Source: an optimization exercise on an open RTL-to-GDS flow (aim: small area). Production flows keep margins and buffers that such runs may drop.
Where RTL was checked, it was by simulation tests only, not by an equivalence proof against the original.
No activity file was given, so power comes from the tool's default toggle rates.

==> flow/design.v <==
`default_nettype none
module exec_unit (
    input  wire         clk_i,
    input  wire         rst_n_i,
    input  wire [31:0]  op1_i,
    input  wire [31:0]  op2_i,
    input  wire [31:0]  offset_i,
    input  wire [31:0]  inst_i,
    input  wire [31:0]  inst_addr_i,
    input  wire         reg_wen_i,
    input  wire [4:0]   reg_waddr_i,
    input  wire         int_flag_i,
    input  wire [31:0]  int_addr_i,
    output logic        reg_wen_o,
    output logic [4:0]  reg_waddr_o,
    output logic [31:0] reg_wdata_o,
    output logic        jump_flag_o,
    output logic [31:0] jump_addr_o
);
    logic [6:0] opc;
    logic [2:0] f3;
    logic       alt;
    assign opc = inst_i[6:0];
    assign f3  = inst_i[14:12];
    assign alt = inst_i[30];
    logic is_op, is_opi, is_lui, is_auipc, is_jal, is_jalr, is_br;
    assign is_op    = (opc == 7'b0110011);
    assign is_opi   = (opc == 7'b0010011);
    assign is_lui   = (opc == 7'b0110111);
    assign is_auipc = (opc == 7'b0010111);
    assign is_jal   = (opc == 7'b1101111);
    assign is_jalr  = (opc == 7'b1100111);
    assign is_br    = (opc == 7'b1100011);
    logic d_link, d_jal, d_jalr, d_upper, d_lui, d_alu, d_br;
    assign d_link  = opc[6] & opc[2];         
    assign d_jal   = d_link & opc[3];
    assign d_jalr  = d_link & ~opc[3];
    assign d_upper = ~opc[6] & opc[2];        
    assign d_lui   = d_upper & opc[5];
    assign d_alu   = ~opc[6] & ~opc[2];       
    assign d_br    = opc[6] & ~opc[2];
    logic        sub;
    logic [31:0] a, b;
    assign sub = ~opc[2] & (opc[6] | (~f3[2] & (f3[1] | f3[0] | (opc[5] & alt))));
    always_comb begin
        a = op1_i & {32{~d_jalr}};
        a[2] = op1_i[2] | d_jalr;
        b = (op2_i & {32{~(d_jal | d_upper)}}) ^ {32{sub}};
        b[2] = ((op2_i[2] & ~(d_jal | d_upper)) ^ sub) | d_jal;
    end
    logic [31:0] pa, ga, sa;
    logic        ca;
    assign pa = a ^ b;
    assign ga = a & b;
    exec_prefix_add u_adda (.p_i(pa), .g_i(ga), .c_i(sub), .s_o(sa), .c_o(ca));
    logic eq, lt_u, lt_s;
    assign eq   = &pa;                        
    assign lt_u = ~ca;
    assign lt_s = (op1_i[31] ^ op2_i[31]) ? op1_i[31] : lt_u;
    logic [31:0] x, pb, gb, sb;
    logic        cb;
    assign x  = opc[2] ? op1_i : inst_addr_i;
    assign pb = x ^ offset_i;
    assign gb = x & offset_i;
    exec_prefix_add u_addb (.p_i(pb), .g_i(gb), .c_i(1'b0), .s_o(sb), .c_o(cb));
    logic        sl;
    logic [31:0] sx, sr;
    logic        fill;
    assign sl   = ~f3[2];
    assign fill = f3[2] & alt & op1_i[31];
    always_comb begin
        for (int i = 0; i < 32; i++) sx[i] = sl ? op1_i[31-i] : op1_i[i];
    end
    assign sr = 32'($signed({fill, sx}) >>> op2_i[4:0]);
    logic [31:0] wdata;
    logic        sel_a, sel_b, sel_r, sel_l, sel_p, sel_g, sel_t;
    logic [31:0] srrev;
    assign sel_a = d_link | d_lui | (d_alu & (f3 == 3'b000));
    assign sel_b = d_upper & ~opc[5];
    assign sel_r = d_alu & (f3 == 3'b101);
    assign sel_l = d_alu & (f3 == 3'b001);
    assign sel_p = d_alu & f3[2] & ~f3[0];
    assign sel_g = d_alu & f3[2] & f3[1];
    assign sel_t = d_alu & ~f3[2] & f3[1];
    always_comb begin
        for (int i = 0; i < 32; i++) srrev[i] = sr[31-i];
    end
    always_comb begin
        wdata = (sa & {32{sel_a}}) | (sb & {32{sel_b}}) | (sr & {32{sel_r}}) | (srrev & {32{sel_l}})
              | (pa & {32{sel_p}}) | (ga & {32{sel_g}});
        wdata[0] = wdata[0] | (sel_t & (f3[0] ? lt_u : lt_s));
    end
    logic cond, taken, jf, wen;
    logic [31:0] jaddr;
    assign cond  = f3[2] ? (f3[1] ? lt_u : lt_s) : eq;
    assign taken = (cond ^ f3[0]) & (f3[2] | ~f3[1]);
    assign jf    = int_flag_i | is_jal | is_jalr | (is_br & taken);
    assign wen   = reg_wen_i & ~int_flag_i &
                   (is_op | is_opi | is_lui | is_auipc | is_jal | is_jalr);
    assign jaddr = int_flag_i ? int_addr_i : {sb[31:1], sb[0] & ~d_jalr};
    logic        wen1, wen2, jf1, jf2;
    logic [4:0]  waddr1, waddr2;
    logic [31:0] wdata1, wdata2, jaddr1, jaddr2;
    always_ff @(posedge clk_i) begin
        wen1        <= wen & rst_n_i;
        jf1         <= jf & rst_n_i;
        waddr1      <= reg_waddr_i;
        wdata1      <= wdata;
        jaddr1      <= jaddr;
        wen2        <= wen1 & rst_n_i;
        jf2         <= jf1 & rst_n_i;
        waddr2      <= waddr1;
        wdata2      <= wdata1;
        jaddr2      <= jaddr1;
        reg_wen_o   <= wen2 & rst_n_i;
        jump_flag_o <= jf2 & rst_n_i;
        reg_waddr_o <= waddr2;
        reg_wdata_o <= wdata2;
        jump_addr_o <= jaddr2;
    end
endmodule
module exec_prefix_add (
    input  wire  [31:0] p_i,
    input  wire  [31:0] g_i,
    input  wire         c_i,
    output logic [31:0] s_o,
    output logic        c_o
);
    logic [31:0] gg, pp;
    always_comb begin
        gg = g_i;
        pp = p_i;
        gg[0] = g_i[0] | (p_i[0] & c_i);
        for (int l = 0; l < 5; l++) begin
            for (int j = (2 << l) - 1; j < 32; j += (2 << l)) begin
                gg[j] = gg[j] | (pp[j] & gg[j - (1 << l)]);
                pp[j] = pp[j] & pp[j - (1 << l)];
            end
        end
        for (int l = 3; l >= 0; l--) begin
            for (int j = 3 * (1 << l) - 1; j < 32; j += (2 << l)) begin
                gg[j] = gg[j] | (pp[j] & gg[j - (1 << l)]);
                pp[j] = pp[j] & pp[j - (1 << l)];
            end
        end
    end
    assign s_o = p_i ^ {gg[30:0], c_i};
    assign c_o = gg[31];
endmodule
`default_nettype wire
export LEC_CHECK = 0
export CAP_MARGIN = 0
export CORE_MARGIN = 2
export CORE_UTILIZATION = 60
export CTS_BUF_LIST = sky130_fd_sc_hd__clkbuf_4
export GPL_TIMING_DRIVEN = 0
export SETUP_SLACK_MARGIN = 0.15
export SLEW_MARGIN = 0
create_clock -name core_clock -period 5.0 [get_ports {clk_i}]
standard.sh (not shown) runs the stock make flow with config.mk's settings and CLKGATE_MAP_FILE= SYNTH_SCRIPT=/design/flow/synth_recipe.tcl, a recipe that flattens the netlist after the stock synthesis.
==> flow/flow/run.sh <==
#!/bin/bash
set -euo pipefail
export BUFFER_PORTS_ARGS="-buffer_cell sky130_fd_sc_hd__buf_1"
export REMOVE_ABC_BUFFERS=1
export CTS_ARGS="-sink_clustering_enable -repair_clock_nets -buf_list sky130_fd_sc_hd__clkbuf_4 -sink_clustering_size 8 -sink_clustering_max_diameter 40 -dont_use_dummy_load"
bash standard.sh > flow_standard.log 2>&1
Next try:
--- a/flow/design.v
+++ b/flow/design.v
@@ -52,7 +52,7 @@
     logic        ca;
     assign pa = a ^ b;
     assign ga = a & b;
-    exec_prefix_add u_adda (.p_i(pa), .g_i(ga), .c_i(sub), .s_o(sa), .c_o(ca));
+    exec_prefix_add #(.SKL(1)) u_adda (.p_i(pa), .g_i(ga), .c_i(sub), .s_o(sa), .c_o(ca));
     logic eq, lt_u, lt_s;
     assign eq   = &pa;                        
     assign lt_u = ~ca;
@@ -86,9 +86,9 @@
         for (int i = 0; i < 32; i++) srrev[i] = sr[31-i];
     end
     always_comb begin
-        wdata = (sa & {32{sel_a}}) | (sb & {32{sel_b}}) | (sr & {32{sel_r}}) | (srrev & {32{sel_l}})
-              | (pa & {32{sel_p}}) | (ga & {32{sel_g}});
+        wdata = (sr & {32{sel_r}}) | (srrev & {32{sel_l}}) | (pa & {32{sel_p}}) | (ga & {32{sel_g}});
         wdata[0] = wdata[0] | (sel_t & (f3[0] ? lt_u : lt_s));
+        wdata = sel_b ? sb : sel_a ? sa : wdata;
     end
     logic cond, taken, jf, wen;
     logic [31:0] jaddr;
@@ -119,7 +119,7 @@
         jump_addr_o <= jaddr2;
     end
 endmodule
-module exec_prefix_add (
+module exec_prefix_add #(parameter bit SKL = 0) (
     input  wire  [31:0] p_i,
     input  wire  [31:0] g_i,
     input  wire         c_i,
@@ -131,6 +131,14 @@
         gg = g_i;
         pp = p_i;
         gg[0] = g_i[0] | (p_i[0] & c_i);
+      if (SKL) begin
+        for (int l = 0; l < 5; l++)
+            for (int j = 0; j < 32; j++)
+                if (j[l]) begin
+                    gg[j] = gg[j] | (pp[j] & gg[((j >> l) << l) - 1]);
+                    pp[j] = pp[j] & pp[((j >> l) << l) - 1];
+                end
+      end else begin
         for (int l = 0; l < 5; l++) begin
             for (int j = (2 << l) - 1; j < 32; j += (2 << l)) begin
                 gg[j] = gg[j] | (pp[j] & gg[j - (1 << l)]);
@@ -143,6 +151,7 @@
                 pp[j] = pp[j] & pp[j - (1 << l)];
             end
         end
+      end
     end
     assign s_o = p_i ^ {gg[30:0], c_i};
     assign c_o = gg[31];
Effect: Synthesized cell count drops slightly. Design area stays flat. Synthesized area climbs by a few percent. Power drops slightly. Combinational power barely changes. Sequential share of layout area stays flat. Sequential power drops slightly. Fmax drops slightly.
Only the layout flow was run in the first run of this note; the RTL was not checked for function there.

## what the ideal ports hide
The flow's constraints put no driver on any port. The routed layouts listed below were extracted and timed again, unchanged, in two steps. Step 1, drivers: a clkbuf_16 drives clk_i and a buf_2 each remaining input, both assumed. Step 2 moves the port delays by t, midway between the first and last clock arrival at a register: inputs arrive t later, outputs are due t later. That takes back most of the time a late clock gives input paths. Slacks: ideal / step 1 / step 2; pairs: ideal / step 1.
run	t (ns)	slack for setup (ns)	pins driven straight from the clock port
the first run	0.634	0.210 / 0.187 / -0.447	1
the second run	0.631	0.194 / 0.219 / -0.412	1
Met with ideal ports but missed after step 2: setup timing in the first run and the second run. The setup slack of the first run, which loses most, moves by -0.023 ns with the drivers and by -0.657 ns with both steps.
